Source: an optimization exercise on an open RTL-to-GDS flow (aim: small area and a short achievable clock period). Production flows keep margins and buffers that such runs may drop.
Function was checked by simulation only, so behaviour that the tests miss may differ from the original.
Power is estimated from default activity; no workload was simulated.

==> design.v <==
module data_mem_responder #(
  parameter int DEPTH       = 128,
  parameter int WAIT_CYCLES = 2
) (
  input  logic        clk_i,
  input  logic        rst_i,
  input  logic        req_i,
  input  logic        we_i,
  input  logic [31:0] addr_i,
  input  logic [31:0] data_i,
  output logic        ack_o,
  output logic [31:0] data_o,
  output logic        err_o,
  output logic        busy_o
);
  localparam int NG = 32;    
  logic       busy_q, idle_q, st1_q, st2_q;   
  logic       accept;
  logic [1:0] rot_q;         
  logic        we_q, err_q, err_in;
  logic [31:0] wd_q;
  logic [4:0]  g_q, g_nx;    
  logic [1:0]  ph_q, ph_nx;  
  logic [NG-1:0][3:0][31:0] mem_d;
  logic [NG-1:0][3:0]       mem_v, mem_v_nx;
  logic            wlive_nx;
  logic [NG-1:0]   wr_q, wr_nx;
  logic [2*NG-1:0] rd_sel_q;
  logic [31:0]     rd_data, rd_tap, rd_tap_q;   
  assign accept = req_i & idle_q;
  assign busy_o = busy_q;
  assign err_in = (|addr_i[1:0]) | (|addr_i[31:9]);
  always_ff @(posedge clk_i or posedge rst_i) begin
    if (rst_i) begin
      busy_q <= 1'b0;
      idle_q <= 1'b1;
      st1_q  <= 1'b0;
      st2_q  <= 1'b0;
      ack_o  <= 1'b0;
      err_o  <= 1'b0;
      rot_q  <= '0;
    end else begin
      busy_q <= accept | st1_q | st2_q;
      idle_q <= ~(accept | st1_q | st2_q);
      st1_q  <= accept;
      st2_q  <= st1_q;
      ack_o  <= st2_q;
      err_o  <= st2_q & err_q;
      rot_q  <= rot_q + 2'd1;
    end
  end
  assign g_nx  = idle_q ? addr_i[8:4] : g_q;
  assign ph_nx = idle_q ? addr_i[3:2] + rot_q + 2'd1 : ph_q + 2'd1;
  always_ff @(posedge clk_i) begin
    g_q  <= g_nx;
    ph_q <= ph_nx;
    if (idle_q) begin
      we_q  <= we_i;
      err_q <= err_in;
      wd_q  <= data_i;
    end
  end
  assign wlive_nx = idle_q ? (accept & we_i & ~err_in) : (we_q & ~err_q);
  always_comb
    for (int g = 0; g < NG; g++) wr_nx[g] = wlive_nx & (ph_nx == 2'd3) & (g_nx == 5'(g));
  always_ff @(posedge clk_i or posedge rst_i) begin
    if (rst_i) wr_q <= '0;
    else       wr_q <= wr_nx;
  end
  for (genvar g = 0; g < NG; g++) begin : g_port
    logic        wrn;
    logic [31:0] port_d;
    assign wrn = ~wr_q[g];
    for (genvar b = 0; b < 32; b++) begin : g_bit
      dmr_ao22 u_port (.a0(wr_q[g]), .b0(wd_q[b]), .a1(wrn), .b1(mem_d[g][3][b]), .y(port_d[b]));
    end
    always_ff @(posedge clk_i) begin
      mem_d[g][0] <= port_d;
      mem_d[g][1] <= mem_d[g][0];
      mem_d[g][2] <= mem_d[g][1];
      mem_d[g][3] <= mem_d[g][2];
    end
  end
  always_comb begin
    for (int g = 0; g < NG; g++) begin
      mem_v_nx[g][0] = wr_q[g] | mem_v[g][3];
      mem_v_nx[g][1] = mem_v[g][0];
      mem_v_nx[g][2] = mem_v[g][1];
      mem_v_nx[g][3] = mem_v[g][2];
    end
  end
  always_ff @(posedge clk_i or posedge rst_i) begin
    if (rst_i) mem_v <= '0;
    else       mem_v <= mem_v_nx;
  end
  always_ff @(posedge clk_i) begin
    for (int g = 0; g < NG; g++) begin
      rd_sel_q[2*g]   <= (g_nx == 5'(g)) & (ph_nx == 2'd0) & mem_v_nx[g][0];
      rd_sel_q[2*g+1] <= (g_nx == 5'(g)) & (ph_nx == 2'd2) & mem_v_nx[g][2];
    end
  end
  for (genvar b = 0; b < 32; b++) begin : g_rd
    logic [63:0] rd_d;
    logic [21:0] l1;
    logic [5:0]  l2;
    logic [1:0]  l3;
    logic        hold_n;
    for (genvar g = 0; g < NG; g++) begin : g_tap
      assign rd_d[2*g]   = mem_d[g][0][b];
      assign rd_d[2*g+1] = mem_d[g][2][b];
    end
    for (genvar i = 0; i < 21; i++) begin : g_l1
      dmr_aoi222 u_aoi (.a0(rd_sel_q[3*i]),   .b0(rd_d[3*i]),
                        .a1(rd_sel_q[3*i+1]), .b1(rd_d[3*i+1]),
                        .a2(rd_sel_q[3*i+2]), .b2(rd_d[3*i+2]), .y(l1[i]));
    end
    dmr_nand2 u_aoi_last (.a({rd_sel_q[63], rd_d[63]}), .y(l1[21]));
    for (genvar i = 0; i < 5; i++) begin : g_l2
      dmr_nand4 u_nand (.a(l1[4*i+3:4*i]), .y(l2[i]));
    end
    dmr_nand2 u_nand_last (.a(l1[21:20]), .y(l2[5]));
    dmr_nor3 u_nor_lo (.a(l2[2:0]), .y(l3[0]));
    dmr_nor3 u_nor_hi (.a(l2[5:3]), .y(l3[1]));
    dmr_nand2 u_tap (.a(l3), .y(rd_tap[b]));
    dmr_nand2 u_hold (.a({ph_q[0], rd_tap_q[b]}), .y(hold_n));
    dmr_nand3 u_out (.a({hold_n, l3}), .y(rd_data[b]));
  end
  always_ff @(posedge clk_i) begin
    rd_tap_q <= rd_tap;
    data_o   <= rd_data;
  end
endmodule
module dmr_aoi222 (
  input  logic a0, b0, a1, b1, a2, b2,
  output logic y
);
  assign y = ~((a0 & b0) | (a1 & b1) | (a2 & b2));
endmodule
module dmr_nand3 (
  input  logic [2:0] a,
  output logic       y
);
  assign y = ~&a;
endmodule
module dmr_nand4 (
  input  logic [3:0] a,
  output logic       y
);
  assign y = ~&a;
endmodule
module dmr_nand2 (
  input  logic [1:0] a,
  output logic       y
);
  assign y = ~&a;
endmodule
module dmr_nor3 (
  input  logic [2:0] a,
  output logic       y
);
  assign y = ~|a;
endmodule
module dmr_ao22 (
  input  logic a0, b0, a1, b1,
  output logic y
);
  assign y = (a0 & b0) | (a1 & b1);
endmodule
==> run.sh <==
#!/bin/bash
# synth_recipe.tcl (not shown) runs the flow's synth.tcl, then flattens the netlist and writes it again
# the make line also repeats each setting of config.mk as NAME=value (left out here)
make -C /OpenROAD-flow-scripts/flow DESIGN_CONFIG=/design/flow/config.mk WORK_HOME=/design/flow/orfs CLKGATE_MAP_FILE= SYNTH_SCRIPT=/design/flow/synth_recipe.tcl finish
==> config.mk <==
export PLATFORM = sky130hd
export DESIGN_NAME = data_mem_responder
export DESIGN_NICKNAME = data_mem_responder
export VERILOG_FILES = /design/flow/design.v
export SDC_FILE = /design/flow/constraint.sdc
export NUM_CORES = 4
export LEC_CHECK = 0
export CAP_MARGIN = 20
export CORE_MARGIN = 2
export CORE_UTILIZATION = 50
export CTS_CLUSTER_DIAMETER = 100
export CTS_CLUSTER_SIZE = 28
export PLACE_DENSITY = 0.65
export SETUP_SLACK_MARGIN = 3.6
export SLEW_MARGIN = 20
export SYNTH_HIERARCHICAL = 1
export SYNTH_MINIMUM_KEEP_SIZE = 0
==> constraint.sdc <==
create_clock -name core_clock -period 6.0 [get_ports {clk_i}]
set_input_delay 1.2000 -clock core_clock [delete_from_list [all_inputs] [get_ports {clk_i}]]
set_output_delay 1.2000 -clock core_clock [all_outputs]
set_load 0.01 [all_outputs]
==> results.cfg, run 1 <==
[global_routing]
grt_max_degree = 169
grt.total_usage_pct = 27.9
antenna_found_initial = 21
overflow = 0
grt_pass1_wl_um = 454000
grt_pass1_vias = 63000

[sta]
fin_crit_sh_pct = 45.1
final_max_slew_viol_count = 0
rsz0062_at_grt = true
finClkSkew_ns = 0.0448
fin_tns_setup_ns = 0
post-route-min-period_ns = 2.71
fmax_mhz = 369
worst_pin_slew_ns = 1.22
whs_ns = 0.298
maxSlewHeadroom_pct = 18.7
setup_violations = 0
hold_violations = 0

[pwr]
finalPower_w = 0.0456
vdd_drop_max_uv = 347
cellPowerDensity_nw_per_um2 = 373
leakagePower_nw = 47.1

[floorplanning]
die_x_um = 473
rows = 172
die_y_um = 473
die-area_sq_um = 223000
io_pins = 103
initial_core_util_pct = 50.1
core_area_sq_um = 219000

[clock_tree]
path_clk_slew_ns = 0.10
clkSinkCount = 4433
cts_root_buffer = clkbuf_16
clk_latency_ns = 0.88
clockBufferDepth = 3
numCtsBuffers = 177
htreeDepth = 4
cts_tree = done

[final_layout]
final_cell_mix = dfxtp_1 (4152), a22o_1 (1024), a222oi_1 (672)
drive_gt1_share_pct = 9.77
nNetsFinal = 7348
mostFrequentLayoutCell = dfxtp_1
syn_to_final_growth_pct = 11.2
nFillCells = 17100

[critical_path]
critical_path_class = reg -> out
crit_fanout = 1
cp-start-kind = flop
worstPathRequired_ns = 4.80
ff2ff_setup_slack_ns = 3.36
end_kind = output port
crit_family = flip-flops
critPathArrivalTime_ns = 1.51
crit_path_max_incr_delay_ns = 0.48
path_cells = buf_6
path_buf_inv = 1
cpMaxStageDelayCell = dfrtp_2

[yosys]
mappedNetlistArea_sq_um = 110000
synth_nets = 6863
synth_ff_type = dfxtp_1
ys_ff_latch = 4433
synth.avg_cell_area_sq_um = 16.2
yosys_warnings = 7
seq_area_frac_synth_pct = 81.9
synth_edf_count = 34
synthArstFlopShare_pct = 3.79
yosysUniqueCellTypes = 46
synthCells = 6794

[detailed_routing]
wire_per_inst_um = 31.5
dr.pass1.iters = 8
via_per_inst = 6.14
drtIter0Drc = 9615
routed_wl_um = 322000
num_vias = 62600
drc = 0
ant_nets = 0

[run_status]
outcome = finished clean

[place]
hpwl_um = 176000
port_buffers = 102
place.gp.congestion = 0.806

[min_path]
holdCritPathClass = reg -> reg

[job]
maxCapViolCount = 0
## cells in the mapped netlist, drive strengths merged, types with 34 or more instances
master,instances,area share [%]
edfxtp,34,0.93
inv,40,0.14
nor3,65,0.59
dfrtp,167,3.8
nand2,159,0.54
nand4,161,0.92
nor3b,64,0.44
dfxtp,4231,77
a22o,1024,8.2
nand3,46,0.21
a222oi,672,6.1
## flip-flops by register name, indices dropped and copies added, names as in the netlist, 2 cells and up
name,flops
data_o,32
g_q,5
mem_d,4096
mem_v,128
ph_q,2
rd_sel_q,64
rd_tap_q,32
rot_q,2
wd_q,32
wr_q,32
## per-module statistics from Yosys, one instance, submodules excluded
module / cell area [sq um] / cells inside / flops+latches / copies in the design
data_mem_responder: 91800 / 4714 / 4433 / 1
dmr_aoi222: 10.0 / 1 / 0 / 672
dmr_nor3: 10.0 / 1 / 0 / 64
dmr_ao22: 8.76 / 1 / 0 / 1024
dmr_nand4: 6.26 / 1 / 0 / 160
dmr_nand3: 5.00 / 1 / 0 / 32
dmr_nand2: 3.75 / 1 / 0 / 128
## power breakdown
part | switching, W | internal [W] | leakage, nW
clock | 0.00863 | 0.00558 | 2.36
sequential | 0.000167 | 0.0296 | 36.8
combinational | 0.00130 | 0.000254 | 7.91
total | 0.0101 | 0.0354 | 47.1
## through the flow
step / utilization, % / cells / setup WS [ns] / instance area, sq um
after floorplan: - / 6794 / 2.66 / 110000
after global placement: 52.8 / 9916 / 2.08 / 116000
after detailed placement: 52.8 / 9916 / 2.10 / 116000
after CTS: 55.4 / 10200 / 3.22 / 121000
after global routing: 55.7 / 10200 / 3.23 / 122000
final: 55.7 / 10200 / 3.29 / 122000
## cell families after synthesis
| family | share of synthesized area [%] |
|---|---|
| xor gates and xnor gates | 0.0376 |
| buffers and inverters | 0.245 |
| DFF | 81.9 |
| adders and majority gates | 0.0114 |
| AOI/OAI and AO/OA | 14.8 |
| and+or+nand+nor | 3.01 |
| muxes | 0.0308 |
## metal layers
| layer | global-route usage, % | part of all wire, % | up-vias | wire length, um |
|---|---|---|---|---|
| li1 | - | - | 26900 | - |
| met2 | 42.6 | 44 | 3108 | 141000 |
| met5 | 0 | 0.0037 | - | 12 |
| met3 | 5.65 | 10 | 505 | 32000 |
| met1 | 39.2 | 42 | 32000 | 136000 |
| met4 | 10.2 | 4.1 | 2 | 13100 |
## path summary, 6_finish.rpt
| check | cells after the start | start | end |
|---|---|---|---|
| min | 0 | mem_d[2984]$_DFF_P_ | mem_d[3016]$_DFF_P_ |
| max | 1 | busy_q$_DFF_PP0_ | busy_o |
| max reg2reg | 7 | rd_sel_q[21]$_DFF_P_ | data_o[17]$_DFF_P_ |
| max in group asynchronous | 3 | rst_i | wr_q[23]$_DFF_PP0_ |
| min reg2reg | 0 | mem_d[2984]$_DFF_P_ | mem_d[3016]$_DFF_P_ |
| min in group asynchronous | 3 | rst_i | st1_q$_DFF_PP0_ |
## cell type report
cell class | count | area [sq um] | area share [%]
sequential | 4433 | 90100 | 73.8
antenna | 6 | 15.0 | 0.0123
inverter | 41 | 163 | 0.133
multi-input combinational | 2302 | 19900 | 16.3
clock inverter | 13 | 190 | 0.156
tap | 2871 | 3590 | 2.94
clock buffer | 207 | 4650 | 3.81
timing repair buffer | 324 | 3440 | 2.82
## repair_timing
action / 4_1_cts / 5_1_grt
hold buffers: 0 / 0
setup endpoints to repair: 181 / 150
setup buffers: 16 / 25
pin swaps: 66 / 112
resized for setup: 361 / 73
cloned: 5 / 9
==> inputs of run 2 (changes only) <==
--- a/config.mk
+++ b/config.mk
@@ -7,10 +7,10 @@
 export LEC_CHECK = 0
 export CAP_MARGIN = 20
 export CORE_MARGIN = 2
-export CORE_UTILIZATION = 50
+export CORE_UTILIZATION = 55
 export CTS_CLUSTER_DIAMETER = 100
 export CTS_CLUSTER_SIZE = 28
-export PLACE_DENSITY = 0.65
+export PLACE_DENSITY = 0.7
 export SETUP_SLACK_MARGIN = 3.6
 export SLEW_MARGIN = 20
 export SYNTH_HIERARCHICAL = 1
==> results.cfg, run 2 <==
[sta]
finClkSkew_ns = 0.0322
final_max_slew_viol_count = 0
fmax_mhz = 367
whs_ns = 0.311
fin_tns_setup_ns = 0
setup_violations = 0
fin_crit_sh_pct = 45.4
rsz0062_at_grt = true
maxSlewHeadroom_pct = 20.2
worst_pin_slew_ns = 1.20
post-route-min-period_ns = 2.72
hold_violations = 0

[detailed_routing]
drtIter0Drc = 9839
via_per_inst = 6.30
routed_wl_um = 298000
ant_nets = 0
dr.pass1.iters = 9
wire_per_inst_um = 30.1
num_vias = 62300
drc = 0

[critical_path]
crit_path_max_incr_delay_ns = 0.50
worstPathRequired_ns = 4.80
cpMaxStageDelayCell = dfrtp_2
path_buf_inv = 1
path_cells = buf_6
critical_path_class = reg -> out
crit_family = flip-flops
end_kind = output port
ff2ff_setup_slack_ns = 3.59
crit_fanout = 1
critPathArrivalTime_ns = 1.52
cp-start-kind = flop

[final_layout]
nFillCells = 14600
stdcell_area_sq_um = 121000
drive_gt1_share_pct = 8.51
largest-register = mem_d
largest_reg_flops = 4096
final_cell_mix = dfxtp_1 (4153), a22o_1 (1024), a222oi_1 (672)
syn_to_final_growth_pct = 9.85
reg.largest.list = mem_d: 4096 flops, mem_v: 128 flops, rd_sel_q: 64 flops
mostFrequentLayoutCell = dfxtp_1
fin_util_pct = 61.0
nNetsFinal = 7288

[place]
port_buffers = 102
place.gp.congestion = 0.835
placed_area_sq_um = 115000
hpwl_um = 162000

[floorplanning]
rows = 163
initial_core_util_pct = 55.5
core_area_sq_um = 198000
die-area_sq_um = 203000
io_pins = 103
die_x_um = 451
die_y_um = 451

[clock_tree]
clk_latency_ns = 0.86
numCtsBuffers = 176
hold_buffers = 0
path_clk_slew_ns = 0.10
clockBufferDepth = 3
clkSinkCount = 4433
cts_root_buffer = clkbuf_16
htreeDepth = 4
cts_tree = done

[job]
maxCapViolCount = 0

[yosys]
synthArstFlopShare_pct = 3.79
ys_ff_latch = 4433
synthCells = 6794
synth_largest_area_cell = dfxtp_1
ys_top_cells_by_count = dfxtp_1 (4231), a22o_1 (1024), a222oi_1 (672)
synth_nets = 6863
synthTopCellsByArea = dfxtp_1 (77%), a22o_1 (8.2%), a222oi_1 (6.1%)
mappedNetlistArea_sq_um = 110000
synth_top_area_share_pct = 77.1
yosys_warnings = 7
synth.avg_cell_area_sq_um = 16.2
synth_edf_count = 34
yosysMostFrequentCell = dfxtp_1
seq_area_frac_synth_pct = 81.9
yosysUniqueCellTypes = 46
synth_ff_type = dfxtp_1

[pwr]
leakagePower_nw = 46.6
cellPowerDensity_nw_per_um2 = 375
vdd_drop_max_uv = 304
p_comb_share_pct = 3.0
p_int_w = 0.0354
seqPwrFrac_pct = 66.0
finalPower_w = 0.0453
p_switching_w = 0.00983
power.share.clock_pct = 31.0
p_sw_share_pct = 21.7

[global_routing]
overflow = 0
grt_pass1_wl_um = 429000
grt_max_degree = 137
grt_pass1_vias = 62000
antenna_found_initial = 9
grt.total_usage_pct = 28.5

[run_status]
outcome = finished clean

[min_path]
holdCritPathClass = reg -> reg
==> run 2: repair_timing <==
item / 4_1_cts / 5_1_grt
gates cloned: 0 / 2
endpoints found under the setup margin: 181 / 182
resized for setup: 267 / 31
pin swaps: 21 / 32
buffers inserted: 12 / 12
endpoints found under the hold margin: 0 / 0
==> run 2: final timing paths <==
check	to	startpoint	cells after the start
setup reg to reg	data_o[8]$_DFF_P_	rd_sel_q[18]$_DFF_P_	5
max in group asynchronous	busy_q$_DFF_PP0_	rst_i	3
hold reg to reg	mem_d[1347]$_DFF_P_	mem_d[1315]$_DFF_P_	0
min in group asynchronous	mem_v[29]$_DFF_PP0_	rst_i	2
hold / removal	mem_d[1347]$_DFF_P_	mem_d[1315]$_DFF_P_	0
setup / recovery	busy_o	busy_q$_DFF_PP0_	1
==> run 2: cells by family after synthesis <==
group,share of synthesized area (%)
flops,81.9
simple gates,3.01
xor+xnor,0.0376
buf+inv,0.245
mux,0.0308
fa+ha+maj,0.0114
compound gates,14.8
==> run 2: modules after synthesis (local to each module, per instance) <==
module | cells | cell area [sq um] | flip-flops and latches
dmr_ao22 | 1 | 8.76 | 0
dmr_nand4 | 1 | 6.26 | 0
dmr_nor3 | 1 | 10.0 | 0
dmr_nand2 | 1 | 3.75 | 0
data_mem_responder | 4714 | 91800 | 4433
dmr_nand3 | 1 | 5.00 | 0
dmr_aoi222 | 1 | 10.0 | 0
==> run 2: metal layers <==
metal	GRT usage, %	routed length, um	vias up
met5	0	0	-
met4	9.06	9700	0
met3	5.72	30700	442
met2	41.9	128000	3176
met1	42.2	130000	31900
li1	-	-	26800
==> run 2: layout make-up <==
type	count	area, sq um	area share (%)
Antenna cell	4	10.0	0.00830
Clock buffer	210	4660	3.86
Clock inverter	7	97.6	0.0809
Inverter	41	163	0.135
Multi-Input combinational cell	2302	19900	16.5
Sequential cell	4433	90100	74.7
Tap cell	2640	3300	2.74
Timing Repair Buffer	264	2390	1.98
Timing Repair inverter	1	5.00	0.00415
==> run 2: stage by stage <==
| step | setup WS [ns] | std cells |
|---|---|---|
| 3_5_place_dp | 2.38 | 9655 |
| 4_1_cts | 3.22 | 9884 |
| 6_report | 3.28 | 9902 |
| 3_3_place_gp | 2.34 | 9655 |
| 2_1_floorplan | 2.66 | 6794 |
| 5_1_grt | 3.23 | 9901 |
==> run 2: power by group through the flow <==
stage	logic, W	clock network, W	registers, W
5_1_grt	0.00136	0.0152	0.0299
3_5_place_dp	0.00127	0	0.0306
3_3_place_gp	0.00126	0	0.0306
4_1_cts	0.00129	0.0141	0.0299
6_report	0.00135	0.0140	0.0299
2_1_floorplan	0.000299	0	0.0306
==> inputs of run 3 (changes only) <==
==> flow/run.sh (new file) <==
#!/bin/bash
# Layout: the standard ORFS flow (standard.sh), unchanged except for placement: the
# handshake pins are kept together as one group, each register that drives an output port
# is moved next to its port buffer after global placement (then legalized as usual),
# timing-driven global placement weights its critical nets harder, and the port buffers
# start as plain buf_2 cells (repair resizes them as usual).
set -uo pipefail
cd "$(dirname "${BASH_SOURCE[0]}")/.."
bash standard.sh \
  "IO_CONSTRAINTS=$PWD/flow/io.tcl" \
  "POST_GLOBAL_PLACE_TCL=$PWD/flow/near_pins.tcl" \
  "GLOBAL_PLACEMENT_ARGS=-timing_driven_net_weight_max 6 -timing_driven_nets_percentage 20" \
  "BUFFER_PORTS_ARGS=-buffer_cell sky130_fd_sc_hd__buf_2" \
  finish > flow_standard.log 2>&1
status=$?
tail -n 20 flow_standard.log
exit $status
==> flow/io.tcl (new file) <==
# keep the handshake pins side by side, next to the control logic that drives them
set_io_pin_constraint -group -order -pin_names {req_i we_i busy_o ack_o err_o}
==> flow/near_pins.tcl (new file) <==
# After global placement: move each register that drives an output port next to that
# port's output buffer (which sits at the pin), so the register-to-pin wire is short.
# Detailed placement legalizes the moved cells afterwards.
set block [ord::get_db_block]
set moved 0
foreach bterm [$block getBTerms] {
  if {[$bterm getIoType] ne "OUTPUT"} { continue }
  set net [$bterm getNet]
  if {$net eq "NULL"} { continue }
  foreach it [$net getITerms] {
    if {![$it isOutputSignal]} { continue }
    set buf [$it getInst]
    foreach bit [$buf getITerms] {
      if {![$bit isInputSignal]} { continue }
      set inet [$bit getNet]
      if {$inet eq "NULL"} { continue }
      foreach dit [$inet getITerms] {
        if {![$dit isOutputSignal]} { continue }
        set drv [$dit getInst]
        if {![[$drv getMaster] isSequential]} { continue }
        lassign [$buf getLocation] x y
        $drv setLocation $x $y
        $drv setPlacementStatus PLACED
        incr moved
      }
    }
  }
}
puts "near_pins: moved $moved output registers next to their port buffers"
==> standard.sh (new file) <==
#!/bin/bash
# synth_recipe.tcl (not shown) runs the flow's synth.tcl, then flattens the netlist and writes it again
# the make line also repeats each setting of config.mk as NAME=value (left out here)
make -C /OpenROAD-flow-scripts/flow DESIGN_CONFIG=/design/flow/config.mk WORK_HOME=/design/flow/orfs CLKGATE_MAP_FILE= SYNTH_SCRIPT=/design/flow/synth_recipe.tcl "${@:-finish}"
removed: run.sh
==> results.cfg, run 3 <==
[yosys]
mappedNetlistArea_sq_um = 110000
synth_compound_area_share_pct = 14.8
synthArstFlopShare_pct = 3.79
synth_mux_area_share_pct = 0.0308
synth_ff_type = dfxtp_1
synth_adder_area_share_pct = 0.0114
seq_area_frac_synth_pct = 81.9
synth_top_family_by_area = compound AO/OA/AOI/OAI gates
ys_top_cells_by_count = dfxtp_1 (4231), a22o_1 (1024), a222oi_1 (672)
synth_largest_area_cell = dfxtp_1
synth-simple-area-share_pct = 3.01
ys_ff_latch = 4433
synth_nets = 6863
synth_edf_count = 34
synth_xor_area_share_pct = 0.0376
yosys_warnings = 7
synth.avg_cell_area_sq_um = 16.2
yosysUniqueCellTypes = 46
yosysMostFrequentCell = dfxtp_1
synthTopCellsByArea = dfxtp_1 (77%), a22o_1 (8.2%), a222oi_1 (6.1%)
synthCells = 6794
synth_top_area_share_pct = 77.1

[sta]
hold_violations = 0
worst_slack_ns = 3.42
maxSlewHeadroom_pct = 21.1
finClkSkew_ns = 0.0322
fin_crit_sh_pct = 43.0
worst_pin_slew_ns = 1.18
fmax_mhz = 387
fin_tns_setup_ns = 0
post-route-min-period_ns = 2.58
whs_ns = 0.313
rsz0062_at_grt = true
final_max_slew_viol_count = 0
setup_violations = 0

[detailed_routing]
wire_per_inst_um = 30.3
dr.pass1.iters = 7
via_per_inst = 6.28
routed_wl_um = 301000
drc = 0
drtIter0Drc = 9467
ant_nets = 0
num_vias = 62300

[critical_path]
cpMaxStageDelayCell = dfrtp_1
crit_fanout = 1
critPathArrivalTime_ns = 1.38
path_buf_inv = 1
path_cells = buf_6
crit_path_max_incr_delay_ns = 0.39
worstPathRequired_ns = 4.80
critical_path_class = reg -> out
cp-start-kind = flop
crit_family = flip-flops
end_kind = output port

[final_layout]
nFillCells = 14700
nNetsFinal = 7296
final_cells = 9917
largest-register = mem_d
reg.largest.list = mem_d: 4096 flops, mem_v: 128 flops, rd_sel_q: 64 flops
final_cell_mix = dfxtp_1 (4160), a22o_1 (1024), a222oi_1 (672)
largest_reg_flops = 4096
syn_to_final_growth_pct = 9.76
mostFrequentLayoutCell = dfxtp_1
drive_gt1_share_pct = 9.89

[floorplanning]
io_pins = 103
die_x_um = 451
die-area_sq_um = 203000
initial_core_util_pct = 55.5
rows = 163
die_y_um = 451
core_area_sq_um = 198000

[place]
hpwl_um = 167000
pre_cts_ws_ns = 2.60
dp_cells = 9674
port_buffers = 102

[pwr]
p_switching_w = 0.00994
p_sw_share_pct = 21.9
seqPwrFrac_pct = 65.7
p_int_w = 0.0354
power.share.clock_pct = 31.1
cellPowerDensity_nw_per_um2 = 377
leakagePower_nw = 46.8
vdd_drop_max_uv = 306
finalPower_w = 0.0454
p_comb_share_pct = 3.1

[clock_tree]
htreeDepth = 4
cts_tree = done
path_clk_slew_ns = 0.11
clk_latency_ns = 0.87
cts_root_buffer = clkbuf_16
clkSinkCount = 4433
clockBufferDepth = 3
numCtsBuffers = 176

[global_routing]
grt_max_degree = 158
grt_pass1_wl_um = 435000
grt_pass1_vias = 63000
grt.total_usage_pct = 28.8
antenna_found_initial = 12
overflow = 0

[job]
maxCapViolCount = 0

[min_path]
holdCritPathClass = reg -> reg

[run_status]
outcome = finished clean
==> run 3: cell counts after synthesis <==
Identical to the previous run, type by type.
==> run 3: final timing paths <==
path / from / end / slack (ns) / depth (start not counted)
hold / removal: mem_d[3391]$_DFF_P_ / mem_d[3423]$_DFF_P_ / 0.31 / 0
max in group asynchronous: rst_i / wr_q[20]$_DFF_PP0_ / 4.42 / 3
hold reg to reg: mem_d[3391]$_DFF_P_ / mem_d[3423]$_DFF_P_ / 0.31 / 0
setup reg to reg: rd_sel_q[13]$_DFF_P_ / data_o[5]$_DFF_P_ / 3.56 / 5
setup / recovery: err_o$_DFF_PP0_ / err_o / 3.42 / 1
min in group asynchronous: rst_i / mem_v[29]$_DFF_PP0_ / 0.32 / 2
==> run 3: logic make-up (layout without fill, tap and decap cells) <==
kind of cell / after synthesis / count (layout)
xor+xnor: 3 / 3
simple gates: 549 / 549
other cells: 0 / 8
compound gates: 1746 / 1746
fa+ha+maj: 1 / 1
buf+inv: 60 / 535
mux: 2 / 2
flops: 4433 / 4433
==> run 3: layer usage <==
layer  up-vias  GRT usage, %  wire [um]
met5         -             0         12
met4         2          9.91       9930
met3       474          6.44      32200
met2      3253          42.7     129000
met1     31800          41.9     129000
li1      26800             -          -
==> run 3: repair_timing <==
item	CTS	global route
setup endpoints to repair	156	98
buffers inserted	8	7
pin swaps	46	46
hold buffers	0	0
gates resized for setup	125	33
==> run 3: final cells by class <==
| type | count | area [sq um] | area share, % |
|---|---|---|---|
| Timing Repair Buffer | 274 | 2090 | 1.73 |
| Inverter | 41 | 159 | 0.132 |
| Clock buffer | 210 | 4690 | 3.89 |
| Clock inverter | 10 | 156 | 0.130 |
| Antenna cell | 8 | 20.0 | 0.0166 |
| Sequential cell | 4433 | 90100 | 74.7 |
| Multi-Input combinational cell | 2301 | 20000 | 16.6 |
| Tap cell | 2640 | 3300 | 2.74 |
==> run 3: power groups by stage <==
stage	combinational (W)	sequential (W)	clock [W]
4_1_cts	0.00137	0.0298	0.0142
3_5_place_dp	0.00135	0.0305	0
3_3_place_gp	0.00131	0.0305	0
6_report	0.00142	0.0298	0.0141
5_1_grt	0.00144	0.0298	0.0153
2_1_floorplan	0.000299	0.0306	0
==> run 3: modules after synthesis, one instance, submodules excluded <==
module	flops+latches	cell area [sq um]
data_mem_responder	4433	91800
dmr_nand2	0	3.75
dmr_nor3	0	10.0
dmr_aoi222	0	10.0
dmr_nand4	0	6.26
dmr_ao22	0	8.76
dmr_nand3	0	5.00
==> run 3: metrics by stage <==
stage	cell area [sq um]	util (%)
final	121000	60.9
after global routing	121000	60.9
after CTS	120000	60.8
after detailed placement	115000	58.0
after global placement	115000	58.0
after floorplan	110000	-
==> inputs of run 4 (changes only) <==
--- a/flow/run.sh
+++ b/flow/run.sh
@@ -1,7 +1,8 @@
 #!/bin/bash
 # Layout: the standard ORFS flow (standard.sh), unchanged except for placement: the
 # handshake pins are kept together as one group, each register that drives an output port
-# is moved next to its port buffer after global placement (then legalized as usual),
+# is moved next to its port buffer after global placement and given its strongest drive
+# (then legalized as usual),
 # timing-driven global placement weights its critical nets harder, and the port buffers
 # start as plain buf_2 cells (repair resizes them as usual).
 set -uo pipefail
--- a/flow/near_pins.tcl
+++ b/flow/near_pins.tcl
@@ -1,7 +1,9 @@
 # After global placement: move each register that drives an output port next to that
-# port's output buffer (which sits at the pin), so the register-to-pin wire is short.
-# Detailed placement legalizes the moved cells afterwards.
+# port's output buffer (which sits at the pin), so the register-to-pin wire is short, and
+# give it the strongest drive of its own cell type. Detailed placement legalizes the moved
+# cells afterwards.
 set block [ord::get_db_block]
+set db [ord::get_db]
 set moved 0
 foreach bterm [$block getBTerms] {
   if {[$bterm getIoType] ne "OUTPUT"} { continue }
@@ -18,6 +20,11 @@
         if {![$dit isOutputSignal]} { continue }
         set drv [$dit getInst]
         if {![[$drv getMaster] isSequential]} { continue }
+        set name [[$drv getMaster] getName]
+        if {[regsub {_[0-9]+$} $name {_4} strong] && $strong ne $name} {
+          set m [$db findMaster $strong]
+          if {$m ne "NULL"} { $drv swapMaster $m }
+        }
         lassign [$buf getLocation] x y
         $drv setLocation $x $y
         $drv setPlacementStatus PLACED
==> results.cfg, run 4 <==
[sta]
final_max_slew_viol_count = 0
setup_violations = 0
fin_tns_setup_ns = 0
rsz0062_at_grt = true
fin_crit_sh_pct = 44.8
finClkSkew_ns = 0.0457
maxSlewHeadroom_pct = 23.4
post-route-min-period_ns = 2.69
fmax_mhz = 372
worst_pin_slew_ns = 1.15
hold_violations = 0

[min_path]
hold_path_startpoint = mem_d[821]$_DFF_P_
min_to = mem_d[853]$_DFF_P_
holdPathStages = 0
holdCritPathClass = reg -> reg

[floorplanning]
io_pins = 103
die_y_um = 451
rows = 163
core_area_sq_um = 198000
initial_core_util_pct = 55.5
die-area_sq_um = 203000
die_x_um = 451

[global_routing]
grt.total_usage_pct = 28.8
overflow = 0
grt_max_degree = 158
grt_pass1_vias = 62900
grt_pass1_wl_um = 434000
antenna_found_initial = 10

[final_layout]
nNetsFinal = 7300
final_cell_mix = dfxtp_1 (4148), a22o_1 (1024), a222oi_1 (672)
largest-register = mem_d
largest_reg_flops = 4096
fin_util_pct = 61.1
reg.largest.list = mem_d: 4096 flops, mem_v: 128 flops, rd_sel_q: 64 flops
mostFrequentLayoutCell = dfxtp_1
syn_to_final_growth_pct = 10.0
stdcell_area_sq_um = 121000
drive_gt1_share_pct = 10.1

[place]
hpwl_um = 167000
port_buffers = 102
placed_area_sq_um = 115000

[critical_path]
path_cells = buf_6
r2r_cells = 6
path_buf_inv = 1
ff2ff_setup_slack_ns = 3.55
crit_path_max_incr_delay_ns = 0.48
end_kind = output port
cp-start-kind = flop
worstPathRequired_ns = 4.80
path_depth = 1
critical_path_class = reg -> out
timing.rr.start = rd_sel_q[21]$_DFF_P_
r2r_end = data_o[31]$_DFF_P_
crit_family = flip-flops
crit_fanout = 1
cpMaxStageDelayCell = dfrtp_4
critPathArrivalTime_ns = 1.49

[yosys]
synth_xor_area_share_pct = 0.0376
synth.avg_cell_area_sq_um = 16.2
yosysMostFrequentCell = dfxtp_1
synth_adder_area_share_pct = 0.0114
ys_top_cells_by_count = dfxtp_1 (4231), a22o_1 (1024), a222oi_1 (672)
synth-simple-area-share_pct = 3.01
synthCells = 6794
synth_nets = 6863
synth_top_area_share_pct = 77.1
synth_largest_area_cell = dfxtp_1
synth_top_family_by_area = compound AO/OA/AOI/OAI gates
synthTopCellsByArea = dfxtp_1 (77%), a22o_1 (8.2%), a222oi_1 (6.1%)
synth_edf_count = 34
yosys_warnings = 7
mappedNetlistArea_sq_um = 110000
synthArstFlopShare_pct = 3.79
ys_ff_latch = 4433
synth_mux_area_share_pct = 0.0308
synth_ff_type = dfxtp_1
synth_compound_area_share_pct = 14.8
yosysUniqueCellTypes = 46
seq_area_frac_synth_pct = 81.9

[detailed_routing]
routed_wl_um = 301000
drc = 0
wire_per_inst_um = 30.3
num_vias = 62100
dr.pass1.iters = 10
ant_nets = 0
drtIter0Drc = 9452
via_per_inst = 6.26

[clock_tree]
numCtsBuffers = 176
htreeDepth = 4
cts_tree = done
cts_root_buffer = clkbuf_16
path_clk_slew_ns = 0.11
clk_latency_ns = 0.88
clockBufferDepth = 3
clkSinkCount = 4433

[run_status]
outcome = finished clean

[pwr]
cellPowerDensity_nw_per_um2 = 376
finalPower_w = 0.0454
vdd_drop_max_uv = 309
leakagePower_nw = 46.8

[job]
maxCapViolCount = 0
==> run 4: cell counts after synthesis <==
Identical to the previous run, type by type.
==> run 4: logic make-up after synthesis <==
family	count (synthesis)
flops	4433
buf+inv	60
simple gates	549
compound gates	1746
mux	2
fa+ha+maj	1
xor+xnor	3
==> run 4: how the worst max path moves through the flow <==
| stage | start | endpoint |
|---|---|---|
| floorplan | rst_i | ack_o$_DFF_PP0_ |
| global placement | addr_i[1] | wr_q[12]$_DFF_PP0_ |
| detailed placement | addr_i[1] | wr_q[17]$_DFF_PP0_ |
| CTS | busy_q$_DFF_PP0_ | busy_o |
| global route | err_o$_DFF_PP0_ | err_o |
| finish | busy_q$_DFF_PP0_ | busy_o |
==> run 4: metal layers <==
layer	up-vias	routed length, um	share of wire, %	GRT usage, %
met5	-	11	0.0037	0
met4	2	11100	3.7	10.5
met2	3211	129000	43	42.6
met1	31700	130000	43	42.1
li1	26800	-	-	-
met3	443	31200	10	5.80
==> run 4: modules after synthesis (local to each module, per instance) <==
module              cells inside  flops+latches  area [sq um]
dmr_nor3                       1              0          10.0
dmr_nand2                      1              0          3.75
dmr_ao22                       1              0          8.76
dmr_nand3                      1              0          5.00
dmr_aoi222                     1              0          10.0
dmr_nand4                      1              0          6.26
data_mem_responder          4714           4433         91800
==> run 4: power by group <==
part | total [W] | internal (W) | leakage, nW | switching (W)
Clock | 0.0141 | 0.00559 | 2.36 | 0.00854
Combinational | 0.00143 | 0.000220 | 7.65 | 0.00121
Sequential | 0.0298 | 0.0296 | 36.8 | 0.000206
Total | 0.0454 | 0.0354 | 46.8 | 0.00996
==> run 4: layout make-up <==
type | count | area [sq um]
flip-flops and latches | 4433 | 90200
fillers | 14500 | 77000
multi-input cells | 2301 | 20000
clock buffers | 215 | 4690
well taps | 2640 | 3300
repair buffers | 278 | 2310
inverters | 41 | 159
clock inverters | 9 | 156
diodes | 7 | 17.5
==> run 4: what timing repair did <==
action                                  4_1_cts  5_1_grt
buffers inserted                             10        7
gates resized for setup                     114       51
pin swaps                                    49       37
endpoints found under the setup margin      155       81
gates cloned                                  0        2
hold buffers                                  0        0
==> run 4: stage by stage <==
step	worst slack, ns	cells	hold WS (ns)
floorplan	2.66	6794	0.310
global placement	2.63	9672	0.310
detailed placement	2.59	9674	0.312
CTS	3.26	9908	0.280
global route	3.27	9922	0.289
finish	3.31	9924	0.313
==> inputs of run 5 (changes only) <==
--- a/design.v
+++ b/design.v
@@ -67,34 +67,35 @@
     if (rst_i) wr_q <= '0;
     else       wr_q <= wr_nx;
   end
+  logic [NG-1:0]       wr_n;
+  logic [NG-1:0][31:0] port_d;
+  assign wr_n = ~wr_q;
   for (genvar g = 0; g < NG; g++) begin : g_port
-    logic        wrn;
-    logic [31:0] port_d;
-    assign wrn = ~wr_q[g];
     for (genvar b = 0; b < 32; b++) begin : g_bit
-      dmr_ao22 u_port (.a0(wr_q[g]), .b0(wd_q[b]), .a1(wrn), .b1(mem_d[g][3][b]), .y(port_d[b]));
+      dmr_ao22 u_port (.a0(wr_q[g]), .b0(wd_q[b]), .a1(wr_n[g]), .b1(mem_d[g][3][b]),
+                       .y(port_d[g][b]));
     end
+  end
+  for (genvar g = 0; g < NG; g++) begin : g_slot
     always_ff @(posedge clk_i) begin
-      mem_d[g][0] <= port_d;
+      mem_d[g][0] <= port_d[g];
       mem_d[g][1] <= mem_d[g][0];
       mem_d[g][2] <= mem_d[g][1];
       mem_d[g][3] <= mem_d[g][2];
     end
   end
-  always_comb begin
-    for (int g = 0; g < NG; g++) begin
-      mem_v_nx[g][0] = wr_q[g] | mem_v[g][3];
-      mem_v_nx[g][1] = mem_v[g][0];
-      mem_v_nx[g][2] = mem_v[g][1];
-      mem_v_nx[g][3] = mem_v[g][2];
-    end
+  for (genvar g = 0; g < NG; g++) begin : g_valid
+    assign mem_v_nx[g][0] = wr_q[g] | mem_v[g][3];
+    assign mem_v_nx[g][1] = mem_v[g][0];
+    assign mem_v_nx[g][2] = mem_v[g][1];
+    assign mem_v_nx[g][3] = mem_v[g][2];
   end
   always_ff @(posedge clk_i or posedge rst_i) begin
     if (rst_i) mem_v <= '0;
     else       mem_v <= mem_v_nx;
   end
-  always_ff @(posedge clk_i) begin
-    for (int g = 0; g < NG; g++) begin
+  for (genvar g = 0; g < NG; g++) begin : g_sel
+    always_ff @(posedge clk_i) begin
       rd_sel_q[2*g]   <= (g_nx == 5'(g)) & (ph_nx == 2'd0) & mem_v_nx[g][0];
       rd_sel_q[2*g+1] <= (g_nx == 5'(g)) & (ph_nx == 2'd2) & mem_v_nx[g][2];
     end
--- a/flow/run.sh
+++ b/flow/run.sh
@@ -1,8 +1,7 @@
 #!/bin/bash
 # Layout: the standard ORFS flow (standard.sh), unchanged except for placement: the
 # handshake pins are kept together as one group, each register that drives an output port
-# is moved next to its port buffer after global placement and given its strongest drive
-# (then legalized as usual),
+# is moved next to its port buffer after global placement (then legalized as usual),
 # timing-driven global placement weights its critical nets harder, and the port buffers
 # start as plain buf_2 cells (repair resizes them as usual).
 set -uo pipefail
==> flow/near_pins.tcl (replaced) <==
# After global placement: move each register that drives an output port next to that
# port's output buffer (which sits at the pin), so the register-to-pin wire is short.
# Detailed placement legalizes the moved cells afterwards.
set block [ord::get_db_block]
set moved 0
foreach bterm [$block getBTerms] {
  if {[$bterm getIoType] ne "OUTPUT"} { continue }
  set net [$bterm getNet]
  if {$net eq "NULL"} { continue }
  foreach it [$net getITerms] {
    if {![$it isOutputSignal]} { continue }
    set buf [$it getInst]
    foreach bit [$buf getITerms] {
      if {![$bit isInputSignal]} { continue }
      set inet [$bit getNet]
      if {$inet eq "NULL"} { continue }
      foreach dit [$inet getITerms] {
        if {![$dit isOutputSignal]} { continue }
        set drv [$dit getInst]
        if {![[$drv getMaster] isSequential]} { continue }
        lassign [$buf getLocation] x y
        $drv setLocation $x $y
        $drv setPlacementStatus PLACED
        incr moved
      }
    }
  }
}
puts "near_pins: moved $moved output registers next to their port buffers"
==> results.cfg, run 5 <==
[detailed_routing]
dr.pass1.iters = 9
via_per_inst = 6.33
drtIter0Drc = 9858
routed_wl_um = 310000
ant_nets = 0
wire_per_inst_um = 31.2
num_vias = 62900
drc = 0

[critical_path]
r2r_end = data_o[3]$_DFF_P_
path_buf_inv = 1
ff2ff_setup_slack_ns = 3.52
crit_fanout = 1
crit_path_max_incr_delay_ns = 0.38
r2r_cells = 5
cp-start-kind = flop
path_depth = 1
critical_path_class = reg -> out
timing.rr.start = rd_sel_q[36]$_DFF_P_
end_kind = output port
worstPathRequired_ns = 4.80
critPathArrivalTime_ns = 1.42
crit_family = flip-flops
cpMaxStageDelayCell = dfrtp_1
path_cells = buf_2

[clock_tree]
htreeDepth = 4
clockBufferDepth = 3
numCtsBuffers = 177
clk_latency_ns = 0.91
path_clk_slew_ns = 0.10
cts_root_buffer = clkbuf_16
hold_buffers = 0
clkSinkCount = 4433
cts_tree = done

[sta]
maxSlewHeadroom_pct = 20.8
fin_tns_setup_ns = 0
setup_violations = 0
post-route-min-period_ns = 2.62
fin_crit_sh_pct = 43.7
final_max_slew_viol_count = 0
rsz0062_at_grt = true
hold_violations = 0
finClkSkew_ns = 0.0481
fmax_mhz = 381
worst_pin_slew_ns = 1.19

[final_layout]
nNetsFinal = 7336
syn_to_final_growth_pct = 10.1
largest_reg_flops = 4096
stdcell_area_sq_um = 121000
final_cells = 9946
reg.largest.list = mem_d: 4096 flops, mem_v: 128 flops, rd_sel_q: 64 flops
largest-register = mem_d
nFillCells = 14600
mostFrequentLayoutCell = dfxtp_1
drive_gt1_share_pct = 10.0
final_cell_mix = dfxtp_1 (4167), a22o_1 (1027), a222oi_1 (672)

[yosys]
synth_largest_area_cell = dfxtp_1
synthArstFlopShare_pct = 3.79
yosysUniqueCellTypes = 51
synth.avg_cell_area_sq_um = 16.1
mappedNetlistArea_sq_um = 110000
synth_ff_type = dfxtp_1
ys_top_cells_by_count = dfxtp_1 (4231), a22o_1 (1027), a222oi_1 (672)
synth_edf_count = 34
synthTopCellsByArea = dfxtp_1 (77%), a22o_1 (8.2%), a222oi_1 (6.1%)
ys_ff_latch = 4433
yosysMostFrequentCell = dfxtp_1
yosys_warnings = 7
seq_area_frac_synth_pct = 81.9
synth_nets = 6880
synth_top_area_share_pct = 77.2
synthCells = 6811

[floorplanning]
core_area_sq_um = 198000
initial_core_util_pct = 55.5
die_x_um = 451
die_y_um = 451
rows = 163
io_pins = 103
die-area_sq_um = 203000

[pwr]
cellPowerDensity_nw_per_um2 = 391
vdd_drop_max_uv = 331
finalPower_w = 0.0472
leakagePower_nw = 47.2

[place]
hpwl_um = 171000
dp_cells = 9684
port_buffers = 102
placed_area_sq_um = 115000

[run_status]
outcome = finished clean

[global_routing]
grt.total_usage_pct = 29.5
grt_pass1_wl_um = 442000
antenna_found_initial = 16
grt_pass1_vias = 63400
grt_max_degree = 163
overflow = 0

[min_path]
holdCritPathClass = in -> async

[job]
maxCapViolCount = 0
-- run 5: cell types whose count changed in the layout (fill, tap and decap cells not counted), moves of 19 or more --
cell,before,now
a211oi_2,32,0
and4_1,0,19
dfxtp_1,4148,4167
dfxtp_4,47,15
nor3_2,32,58
nor3b_1,64,24
-- run 5: how the worst max path moves through the flow --
stage,startpoint,end,slack [ns]
final,busy_q$_DFF_PP0_,busy_o,3.38
after CTS,busy_q$_DFF_PP0_,busy_o,3.32
after detailed placement,addr_i[2],rd_sel_q[47]$_DFF_P_,2.60
after global placement,addr_i[2],wr_q[28]$_DFF_PP0_,2.50
after global routing,ack_o$_DFF_PP0_,ack_o,3.32
after floorplan,rst_i,ack_o$_DFF_PP0_,2.66
-- run 5: logic make-up (layout without fill, tap and decap cells) --
logic type	after synthesis	count (layout)	synth area share (%)
flops	4433	4433	81.9
compound gates	1716	1717	14.5
simple gates	595	595	3.27
buf+inv	58	550	0.213
mux	5	5	0.0524
xor+xnor	3	3	0.0376
fa+ha+maj	1	1	0.0114
other cells	0	2	0
-- run 5: Yosys stat by module, one instance, submodules excluded --
module | cells | flip-flops and latches | times used
dmr_nor3 | 1 | 0 | 64
data_mem_responder | 4731 | 4433 | 1
dmr_nand3 | 1 | 0 | 32
dmr_nand4 | 1 | 0 | 160
dmr_nand2 | 1 | 0 | 128
dmr_ao22 | 1 | 0 | 1024
dmr_aoi222 | 1 | 0 | 672
-- run 5: cell type report --
type / count / area (sq um) / share of cell area [%]
well taps: 2640 / 3300 / 2.73
clock buffers: 198 / 4530 / 3.75
inverters: 38 / 146 / 0.121
multi-input cells: 2321 / 20100 / 16.6
diodes: 2 / 5.00 / 0.00414
flip-flops and latches: 4433 / 90100 / 74.5
repair buffers: 296 / 2460 / 2.03
clock inverters: 18 / 300 / 0.248
-- run 5: what timing repair did --
| action | CTS | global route |
|---|---|---|
| buffers inserted | 9 | 32 |
| cloned | 0 | 3 |
| pin swaps | 35 | 40 |
| gates resized for setup | 101 | 45 |
| endpoints found under the setup margin | 157 | 146 |
-- run 5: power by group --
part / leakage [nW] / switching (W) / internal, W
Clock: 2.35 / 0.00867 / 0.00549
Combinational: 7.96 / 0.00156 / 0.000476
Sequential: 36.9 / 0.000502 / 0.0305
-- run 5: metrics by stage --
stage / hold WS (ns) / worst slack [ns] / utilization [%]
4_1_cts: 0.149 / 3.32 / 60.8
6_report: 0.200 / 3.38 / 61.1
2_1_floorplan: 0.310 / 2.66 / -
5_1_grt: 0.173 / 3.32 / 61.1
3_3_place_gp: 0.310 / 2.50 / 58.0
3_5_place_dp: 0.312 / 2.60 / 58.1
-- run 5: routing by layer --
layer | GRT usage (%) | vias to the layer above | part of all wire [%]
met4 | 11.4 | 4 | 3.9
met3 | 6.20 | 534 | 10
met5 | 0 | - | 0.0084
met2 | 45.4 | 3328 | 44
li1 | - | 26900 | -
met1 | 41.0 | 32200 | 42

-- static timing again, ports no longer ideal --
Ports are ideal in the flow. The routed layouts listed here were re-timed in OpenROAD.
Step 1 sets driving cells, clkbuf_16 on the clock port and buf_2 on the other inputs (assumed; they add their load-dependent delay and slew).
Step 2 also shifts input and output timing later by t, the mid clock arrival at the registers, as if the neighbouring blocks saw the same clock.
a / b / c = ideal / step 1 / step 2; a / b = the first two.
| run | t, ns | slack for setup (ns) | cell pins on the clock port's net |
|---|---|---|---|
| run 1 | 0.938 | 3.293 / 3.205 / 2.693 | 1 |
| run 2 | 0.936 | 3.278 / 3.190 / 2.712 | 1 |
| run 3 | 0.944 | 3.419 / 3.335 / 2.934 | 1 |
| run 4 | 0.941 | 3.312 / 3.227 / 3.003 | 1 |
| run 5 | 0.973 | 3.376 / 3.288 / 2.858 | 1 |
After both steps setup and hold are still met in every run listed. The setup slack of run 1, which loses most, moves by -0.088 ns with the drivers and by -0.600 ns with both steps.
